Source: an optimization exercise on an open RTL-to-GDS flow (aim: small area). Production flows keep margins and buffers that such runs may drop.
Function was checked by simulation only, so behaviour that the tests miss may differ from the original.
The flow treats the clock pin as an ideal source, which a real chip does not have.

## game_2048_top
module game_2048_top (
  input  logic clk,
  input  logic rst_n,
  input  logic pmod_data,
  input  logic pmod_clk,
  input  logic pmod_latch,
  output logic hsync,
  output logic vsync,
  output logic [1:0] red,
  output logic [1:0] green,
  output logic [1:0] blue
);
clock: 32.0 ns
lec_check: 0
cap_margin: 10
core_margin: 2
core_utilization: 65
gpl_timing_driven: 1
place_density: 0.7
slew_margin: 10
standard.sh (not shown) runs the stock make flow with config.mk's settings and CLKGATE_MAP_FILE= SYNTH_SCRIPT=/design/flow/synth_recipe.tcl, a recipe that flattens the netlist after the stock synthesis.
==> flow/flow/run.sh <==
#!/bin/bash
# The standard layout, with two changes:
#  - synthesis: ORFS's synth.tcl without the full/half adder extraction, and
#    abc mapping with flow/abc.script (area oriented) instead of ORFS's speed
#    script; registers are mapped exactly as in the standard synthesis
#  - CTS: the arguments in flow/cts_args.txt (smaller clock buffers, no dummy
#    loads)
#  - port buffers: every input and output port still gets its own buffer, a
#    buf_1 instead of the larger cell buffer_ports picks by default
# Each tool's output: flow.log (make), orfs/logs/ (per step), patch.log.
set -euo pipefail
W=$(pwd)
python3 flow/patch_synth.py "$FLOW_HOME/scripts/synth.tcl" "$W/synth_patched.tcl" "$W/flow/abc.script" > patch.log 2>&1
sed "s#\$::env(SCRIPTS_DIR)/synth.tcl#$W/synth_patched.tcl#" synth_recipe.tcl > my_synth.tcl
grep -q synth_patched my_synth.tcl
sed "s#SYNTH_SCRIPT=[^ ]*#SYNTH_SCRIPT=$W/my_synth.tcl#" standard.sh > my_standard.sh
grep -q "SYNTH_SCRIPT=$W/my_synth.tcl" my_standard.sh
export CTS_ARGS="$(cat flow/cts_args.txt)"
export BUFFER_PORTS_ARGS="-buffer_cell sky130_fd_sc_hd__buf_1"
echo "CTS_ARGS=$CTS_ARGS BUFFER_PORTS_ARGS=$BUFFER_PORTS_ARGS" > cts_args.log
bash my_standard.sh > flow.log 2>&1
==> flow/flow/abc.script <==
strash
&get -n
&fraig -x
&put
scorr
dc2
strash
&get -n
&deepsyn -T 120
&put
strash
dch -f
amap
==> flow/flow/cts_args.txt <==
-sink_clustering_enable -repair_clock_nets -dont_use_dummy_load -root_buf sky130_fd_sc_hd__clkbuf_16 -buf_list sky130_fd_sc_hd__clkbuf_8
==> flow/flow/patch_synth.py <==
# Writes a copy of ORFS's synth.tcl that leaves adders to abc (no extract_fa)
# and maps with the abc script given (area oriented) instead of ORFS's
# speed script. Registers are mapped exactly as in the standard synthesis.
import sys
src, dst, script = sys.argv[1], sys.argv[2], sys.argv[3]
s = open(src).read()
a = """if {
  [env_var_exists_and_non_empty ADDER_MAP_FILE] &&"""
assert s.count(a) == 1, "adder block not found"
s = s.replace(a, """if { 0 &&
  [env_var_exists_and_non_empty ADDER_MAP_FILE] &&""")
b = "  log_cmd abc {*}$abc_args\n"
assert s.count(b) == 1, "abc call not found"
s = s.replace(b, "  log_cmd abc -script " + script + " {*}$lib_args {*}$lib_dont_use_args\n")
open(dst, "w").write(s)
print("patched", src, "->", dst)
Then changed:
--- a/flow/flow/run.sh
+++ b/flow/flow/run.sh
@@ -7,4 +7,2 @@
 #    loads)
-#  - port buffers: every input and output port still gets its own buffer, a
-#    buf_1 instead of the larger cell buffer_ports picks by default
 # Each tool's output: flow.log (make), orfs/logs/ (per step), patch.log.
@@ -18,4 +16,3 @@
 export CTS_ARGS="$(cat flow/cts_args.txt)"
-export BUFFER_PORTS_ARGS="-buffer_cell sky130_fd_sc_hd__buf_1"
-echo "CTS_ARGS=$CTS_ARGS BUFFER_PORTS_ARGS=$BUFFER_PORTS_ARGS" > cts_args.log
+echo "CTS_ARGS=$CTS_ARGS" > cts_args.log
 bash my_standard.sh > flow.log 2>&1
- CAP_MARGIN: 10 -> 20
- CORE_UTILIZATION: 65 -> 40
- GPL_TIMING_DRIVEN: 1 -> default
- PLACE_DENSITY: 0.7 -> 0.45
- SLEW_MARGIN: 10 -> 20
After rerunning: The new run finished with timing, DRC and antenna clean; global-route usage fell by 15 points; sequential cell count stays the same; count of clock-buffer cells in the layout is unchanged; wire length rose by a few percent; hold slack got worse by 0.0044 ns; cell area rose by a few percent; utilization fell by 26 points.
Then changed:
==> flow/flow/run.sh (replaced) <==
#!/bin/bash
# The standard layout, with two changes:
#  - synthesis: ORFS's synth.tcl without the full/half adder extraction, and
#    abc's default area-oriented mapping script (registers are mapped exactly
#    as in the standard synthesis)
#  - CTS: the arguments in flow/cts_args.txt (smaller clock buffers, no dummy
#    loads)
set -euo pipefail
W=$(pwd)
python3 flow/patch_synth.py "$FLOW_HOME/scripts/synth.tcl" "$W/synth_patched.tcl" > patch.log 2>&1
sed "s#\$::env(SCRIPTS_DIR)/synth.tcl#$W/synth_patched.tcl#" synth_recipe.tcl > my_synth.tcl
grep -q synth_patched my_synth.tcl
sed "s#SYNTH_SCRIPT=[^ ]*#SYNTH_SCRIPT=$W/my_synth.tcl#" standard.sh > my_standard.sh
grep -q "SYNTH_SCRIPT=$W/my_synth.tcl" my_standard.sh
export CTS_ARGS="$(cat flow/cts_args.txt)"
echo "CTS_ARGS=$CTS_ARGS" > cts_args.log
bash my_standard.sh > flow.log 2>&1
==> flow/flow/patch_synth.py (replaced) <==
# Writes a copy of ORFS's synth.tcl that leaves adders to abc (no extract_fa)
# and maps with abc's default area-oriented script instead of the speed script.
import sys
src, dst = sys.argv[1], sys.argv[2]
s = open(src).read()
a = """if {
  [env_var_exists_and_non_empty ADDER_MAP_FILE] &&"""
assert s.count(a) == 1, "adder block not found"
s = s.replace(a, """if { 0 &&
  [env_var_exists_and_non_empty ADDER_MAP_FILE] &&""")
b = "  log_cmd abc {*}$abc_args\n"
assert s.count(b) == 1, "abc call not found"
s = s.replace(b, "  log_cmd abc {*}$lib_args {*}$lib_dont_use_args\n")
open(dst, "w").write(s)
print("patched", src, "->", dst)
removed: flow/flow/abc.script
Result: Worst setup slack gets worse by 0.26 ns. Cell count came out higher by 5.1%. Global-route usage is about the same. Register-to-register slack degrades by 0.26 ns. Critical path depth fell by 34. Die area grows by 13%. Wire length goes up by about 11%.
Then changed:
==> flow/flow/run.sh (replaced) <==
#!/bin/bash
# The standard layout, with two changes:
#  - synthesis: ORFS's synth.tcl without the full/half adder extraction, and
#    abc mapping with flow/abc.script (area oriented) instead of ORFS's speed
#    script; registers are mapped exactly as in the standard synthesis
#  - CTS: the arguments in flow/cts_args.txt (smaller clock buffers, no dummy
#    loads)
#  - port buffers: every input and output port still gets its own buffer, a
#    buf_1 instead of the larger cell buffer_ports picks by default
# Each tool's output: flow.log (make), orfs/logs/ (per step), patch.log.
set -euo pipefail
W=$(pwd)
python3 flow/patch_synth.py "$FLOW_HOME/scripts/synth.tcl" "$W/synth_patched.tcl" "$W/flow/abc.script" > patch.log 2>&1
sed "s#\$::env(SCRIPTS_DIR)/synth.tcl#$W/synth_patched.tcl#" synth_recipe.tcl > my_synth.tcl
grep -q synth_patched my_synth.tcl
sed "s#SYNTH_SCRIPT=[^ ]*#SYNTH_SCRIPT=$W/my_synth.tcl#" standard.sh > my_standard.sh
grep -q "SYNTH_SCRIPT=$W/my_synth.tcl" my_standard.sh
export CTS_ARGS="$(cat flow/cts_args.txt)"
export BUFFER_PORTS_ARGS="-buffer_cell sky130_fd_sc_hd__buf_1"
echo "CTS_ARGS=$CTS_ARGS BUFFER_PORTS_ARGS=$BUFFER_PORTS_ARGS" > cts_args.log
bash my_standard.sh > flow.log 2>&1
==> flow/flow/abc.script (new file) <==
strash
&get -n
&fraig -x
&put
scorr
dc2
strash
&get -n
&deepsyn -T 120
&put
strash
dch -f
amap
==> flow/flow/cts_args.txt (replaced) <==
-sink_clustering_enable -repair_clock_nets -dont_use_dummy_load -root_buf sky130_fd_sc_hd__clkbuf_16 -buf_list {sky130_fd_sc_hd__clkbuf_4 sky130_fd_sc_hd__clkbuf_8}
==> flow/flow/patch_synth.py (replaced) <==
# Writes a copy of ORFS's synth.tcl that leaves adders to abc (no extract_fa)
# and maps with the abc script given (area oriented) instead of ORFS's
# speed script. Registers are mapped exactly as in the standard synthesis.
import sys
src, dst, script = sys.argv[1], sys.argv[2], sys.argv[3]
s = open(src).read()
a = """if {
  [env_var_exists_and_non_empty ADDER_MAP_FILE] &&"""
assert s.count(a) == 1, "adder block not found"
s = s.replace(a, """if { 0 &&
  [env_var_exists_and_non_empty ADDER_MAP_FILE] &&""")
b = "  log_cmd abc {*}$abc_args\n"
assert s.count(b) == 1, "abc call not found"
s = s.replace(b, "  log_cmd abc -script " + script + " {*}$lib_args {*}$lib_dont_use_args\n")
open(dst, "w").write(s)
print("patched", src, "->", dst)
- CAP_MARGIN: 20 -> 10
- CORE_UTILIZATION: 40 -> 55
- GPL_TIMING_DRIVEN: default -> 1
- PLACE_DENSITY: 0.45 -> 0.6
- SLEW_MARGIN: 20 -> 10
The new run produced a clean layout.
Clock-buffer cell count does not change.
Via count fell by 2.0%.
First-iteration DRC count rises by 23%.
Setup slack is better by 0.19 ns.
Register-to-register slack improved by 0.19 ns.
Core utilization rose by 15 points.

game_2048_top, a different RTL version from the one above (not shown whole).
Size: roughly 1400 cells after synthesis, ~130 flip-flops, roughly 13 I/O pins, about 0.010 mm2 of cells after synthesis.
export LEC_CHECK = 0
export CAP_MARGIN = 10
export CORE_MARGIN = 2
export CORE_UTILIZATION = 55
export GPL_TIMING_DRIVEN = 1
export PLACE_DENSITY = 0.6
export SLEW_MARGIN = 10
create_clock -name core_clock -period 32.0 [get_ports {clk}]
==> flow/flow/run.sh <==
#!/bin/bash
# The standard layout, with these changes:
#  - synthesis: ORFS's synth.tcl without the full/half adder extraction, and
#    abc mapping with each flow/abc_*.script (area oriented), keeping the
#    smallest result, instead of ORFS's speed script; registers are
#    mapped exactly as in the standard synthesis
#  - CTS: the arguments in flow/cts_args.txt (small clock buffers, no dummy
#    loads); flow/post_cts.tcl then upsizes the leaf buffers that drive many
#    flip-flops
#  - port buffers: every input and output port still gets its own buffer, a
#    buf_1 instead of the larger cell buffer_ports picks by default
# Each tool's output: flow.log (make), orfs/logs/ (per step), patch.log.
set -euo pipefail
W=$(pwd)
python3 flow/patch_synth.py "$FLOW_HOME/scripts/synth.tcl" "$W/synth_patched.tcl" "$W/flow" > patch.log 2>&1
sed "s#\$::env(SCRIPTS_DIR)/synth.tcl#$W/synth_patched.tcl#" synth_recipe.tcl > my_synth.tcl
grep -q synth_patched my_synth.tcl
sed "s#SYNTH_SCRIPT=[^ ]*#SYNTH_SCRIPT=$W/my_synth.tcl#" standard.sh > my_standard.sh
grep -q "SYNTH_SCRIPT=$W/my_synth.tcl" my_standard.sh
export CTS_ARGS="$(cat flow/cts_args.txt)"
export POST_CTS_TCL="$W/flow/post_cts.tcl"
export BUFFER_PORTS_ARGS="-buffer_cell sky130_fd_sc_hd__buf_1"
echo "CTS_ARGS=$CTS_ARGS BUFFER_PORTS_ARGS=$BUFFER_PORTS_ARGS" > cts_args.log
bash my_standard.sh > flow.log 2>&1
Other scripts of this flow, unchanged in this note and not shown: flow/flow/abc_ds0.script, flow/flow/abc_ds1.script, flow/flow/abc_ds2.script, flow/flow/abc_ds3.script, flow/flow/cts_args.txt, flow/flow/patch_synth.py, flow/flow/post_cts.tcl
Next try:
==> flow/flow/abc_ds4.script (new file) <==
strash
&get -n
&fraig -x
&put
scorr
dc2
strash
&get -n
&deepsyn -T 90 -S 4
&put
strash
dch -f
amap
==> flow/flow/abc_ds5.script (new file) <==
strash
&get -n
&fraig -x
&put
scorr
dc2
strash
&get -n
&deepsyn -T 90 -S 5
&put
strash
dch -f
amap
==> flow/flow/abc_ds6.script (new file) <==
strash
&get -n
&fraig -x
&put
scorr
dc2
strash
&get -n
&deepsyn -T 90 -S 6
&put
strash
dch -f
amap
What happened:
- first-iteration DRC count does not change
- clock skew does not change
- routed wire length does not change
- non-clock buffer count is unchanged
- cell count stays the same

game_2048_top with an RTL version that a note above also has.
Size in the first run: about 130 flip-flops, roughly 9900 µm² of cells after synthesis.
clock: 32.0 ns
lec_check: 0
cap_margin: 0
core_margin: 2
core_utilization: 40
gpl_timing_driven: 1
place_density: 0.45
slew_margin: 0
==> flow/flow/run.sh <==
#!/bin/bash
# The standard layout, with two changes:
#  - synthesis: ORFS's synth.tcl without the full/half adder extraction, and
#    abc mapping with flow/abc.script (area oriented) instead of ORFS's speed
#    script; registers are mapped exactly as in the standard synthesis
#  - CTS: the arguments in flow/cts_args.txt (smaller clock buffers, no dummy
#    loads)
#  - port buffers: every input and output port still gets its own buffer, a
#    buf_1 instead of the larger cell buffer_ports picks by default
# Each tool's output: flow.log (make), orfs/logs/ (per step), patch.log.
set -euo pipefail
W=$(pwd)
python3 flow/patch_synth.py "$FLOW_HOME/scripts/synth.tcl" "$W/synth_patched.tcl" "$W/flow/abc.script" > patch.log 2>&1
sed "s#\$::env(SCRIPTS_DIR)/synth.tcl#$W/synth_patched.tcl#" synth_recipe.tcl > my_synth.tcl
grep -q synth_patched my_synth.tcl
sed "s#SYNTH_SCRIPT=[^ ]*#SYNTH_SCRIPT=$W/my_synth.tcl#" standard.sh > my_standard.sh
grep -q "SYNTH_SCRIPT=$W/my_synth.tcl" my_standard.sh
export CTS_ARGS="$(cat flow/cts_args.txt)"
export BUFFER_PORTS_ARGS="-buffer_cell sky130_fd_sc_hd__buf_1"
echo "CTS_ARGS=$CTS_ARGS BUFFER_PORTS_ARGS=$BUFFER_PORTS_ARGS" > cts_args.log
bash my_standard.sh > flow.log 2>&1
==> flow/flow/abc.script <==
strash
&get -n
&fraig -x
&put
scorr
dc2
strash
&get -n
&deepsyn -T 120
&put
strash
dch -f
amap
==> flow/flow/cts_args.txt <==
-sink_clustering_enable -repair_clock_nets -dont_use_dummy_load -root_buf sky130_fd_sc_hd__clkbuf_16 -buf_list sky130_fd_sc_hd__clkbuf_8
==> flow/flow/patch_synth.py <==
# Writes a copy of ORFS's synth.tcl that leaves adders to abc (no extract_fa)
# and maps with the abc script given (area oriented) instead of ORFS's
# speed script. Registers are mapped exactly as in the standard synthesis.
import sys
src, dst, script = sys.argv[1], sys.argv[2], sys.argv[3]
s = open(src).read()
a = """if {
  [env_var_exists_and_non_empty ADDER_MAP_FILE] &&"""
assert s.count(a) == 1, "adder block not found"
s = s.replace(a, """if { 0 &&
  [env_var_exists_and_non_empty ADDER_MAP_FILE] &&""")
b = "  log_cmd abc {*}$abc_args\n"
assert s.count(b) == 1, "abc call not found"
s = s.replace(b, "  log_cmd abc -script " + script + " {*}$lib_args {*}$lib_dont_use_args\n")
open(dst, "w").write(s)
print("patched", src, "->", dst)
Next try:
==> flow/flow/cts_args.txt (replaced) <==
-sink_clustering_enable -repair_clock_nets -dont_use_dummy_load -root_buf sky130_fd_sc_hd__clkbuf_16 -buf_list sky130_fd_sc_hd__clkbuf_16 -sink_clustering_size 30 -sink_clustering_max_diameter 120
CAP_MARGIN = 10   (was 0)
GPL_TIMING_DRIVEN = 0   (was 1)
SLEW_MARGIN = 10   (was 0)
The new run completed without violations.
Die area is unchanged.
Utilization grows by 0.86 points.
Maximum frequency fell by a few percent.
Via count goes down slightly.
Critical path depth does not change.
Routed wire length is lower slightly.
Register-to-register slack got worse by 1200 ps.
Setup slack is worse by 1200 ps.
Final area goes up slightly.
Next try:
==> flow/flow/cts_args.txt (replaced) <==
-sink_clustering_enable -repair_clock_nets -dont_use_dummy_load -root_buf sky130_fd_sc_hd__clkbuf_16 -buf_list sky130_fd_sc_hd__clkbuf_8
GPL_TIMING_DRIVEN = 1   (was 0)
The new run passed the timing, DRC and antenna checks.
Area after synthesis stays the same.
Sequential share of layout area climbs by 0.60 points.
Synthesized cell count does not change.
Clock skew goes up by 25 ps.
Next try:
CORE_UTILIZATION = 55   (was 40)
PLACE_DENSITY = 0.6   (was 0.45)
The changed run completed with no timing, DRC or antenna violations.
Sequential share of layout area went up by 0.41 points.
Cell area is lower by 1.3%.
Cell count drops by 5.6%.
Clock-buffer cell count stays the same.
Via count climbs by 1.5%.

port drivers added, routing unchanged:
The results above use ideal ports. As a check the final layouts listed here were re-extracted and re-timed, cells and wires unchanged. Step 1, drivers: a clkbuf_16 drives clk and a buf_2 each remaining input, both assumed. Step 2, shift: input delay + t, output delay - t, t = (earliest + latest rising clock arrival at the registers) / 2. This alone moves slack from input paths to output paths. Slacks: ideal ports / drivers / drivers and shift; pairs: ideal ports / drivers.
| run | t (ns) | setup slack, ns | worst hold slack (ns) | clock arrival spread, ns | worst data-port slew with drivers (ns) |
|---|---|---|---|---|---|
| the first run of note 1 | 0.422 | 13.394 / 13.394 / 13.394 | 0.353 / 0.353 / 0.353 | 0.037 / 0.036 | 0.03 |
| the second run of note 1 | 0.413 | 13.983 / 13.983 / 13.983 | 0.348 / 0.348 / 0.348 | 0.041 / 0.041 | 0.04 |
| the third run of note 1 | 0.425 | 13.725 / 13.725 / 13.725 | 0.357 / 0.357 / 0.357 | 0.026 / 0.025 | 0.04 |
| the fourth run of note 1 | 0.411 | 13.914 / 13.914 / 13.914 | 0.359 / 0.359 / 0.359 | 0.038 / 0.038 | 0.04 |
| the first run of note 2 | 0.420 | 14.008 / 14.008 / 14.008 | 0.332 / 0.332 / 0.332 | 0.036 / 0.036 | 0.03 |
| the second run of note 2 | 0.420 | 14.008 / 14.008 / 14.008 | 0.332 / 0.332 / 0.332 | 0.036 / 0.036 | 0.03 |
| the first run of note 3 | 0.416 | 13.962 / 13.962 / 13.962 | 0.351 / 0.351 / 0.351 | 0.054 / 0.054 | 0.04 |
| the second run of note 3 | 0.468 | 12.749 / 12.749 / 12.749 | 0.331 / 0.331 / 0.331 | 0.030 / 0.030 | 0.03 |
| the third run of note 3 | 0.416 | 13.962 / 13.962 / 13.962 | 0.351 / 0.351 / 0.351 | 0.054 / 0.054 | 0.04 |
| the fourth run of note 3 | 0.411 | 13.914 / 13.914 / 13.914 | 0.359 / 0.359 / 0.359 | 0.038 / 0.038 | 0.04 |
After both steps setup and hold are still met in every run listed.
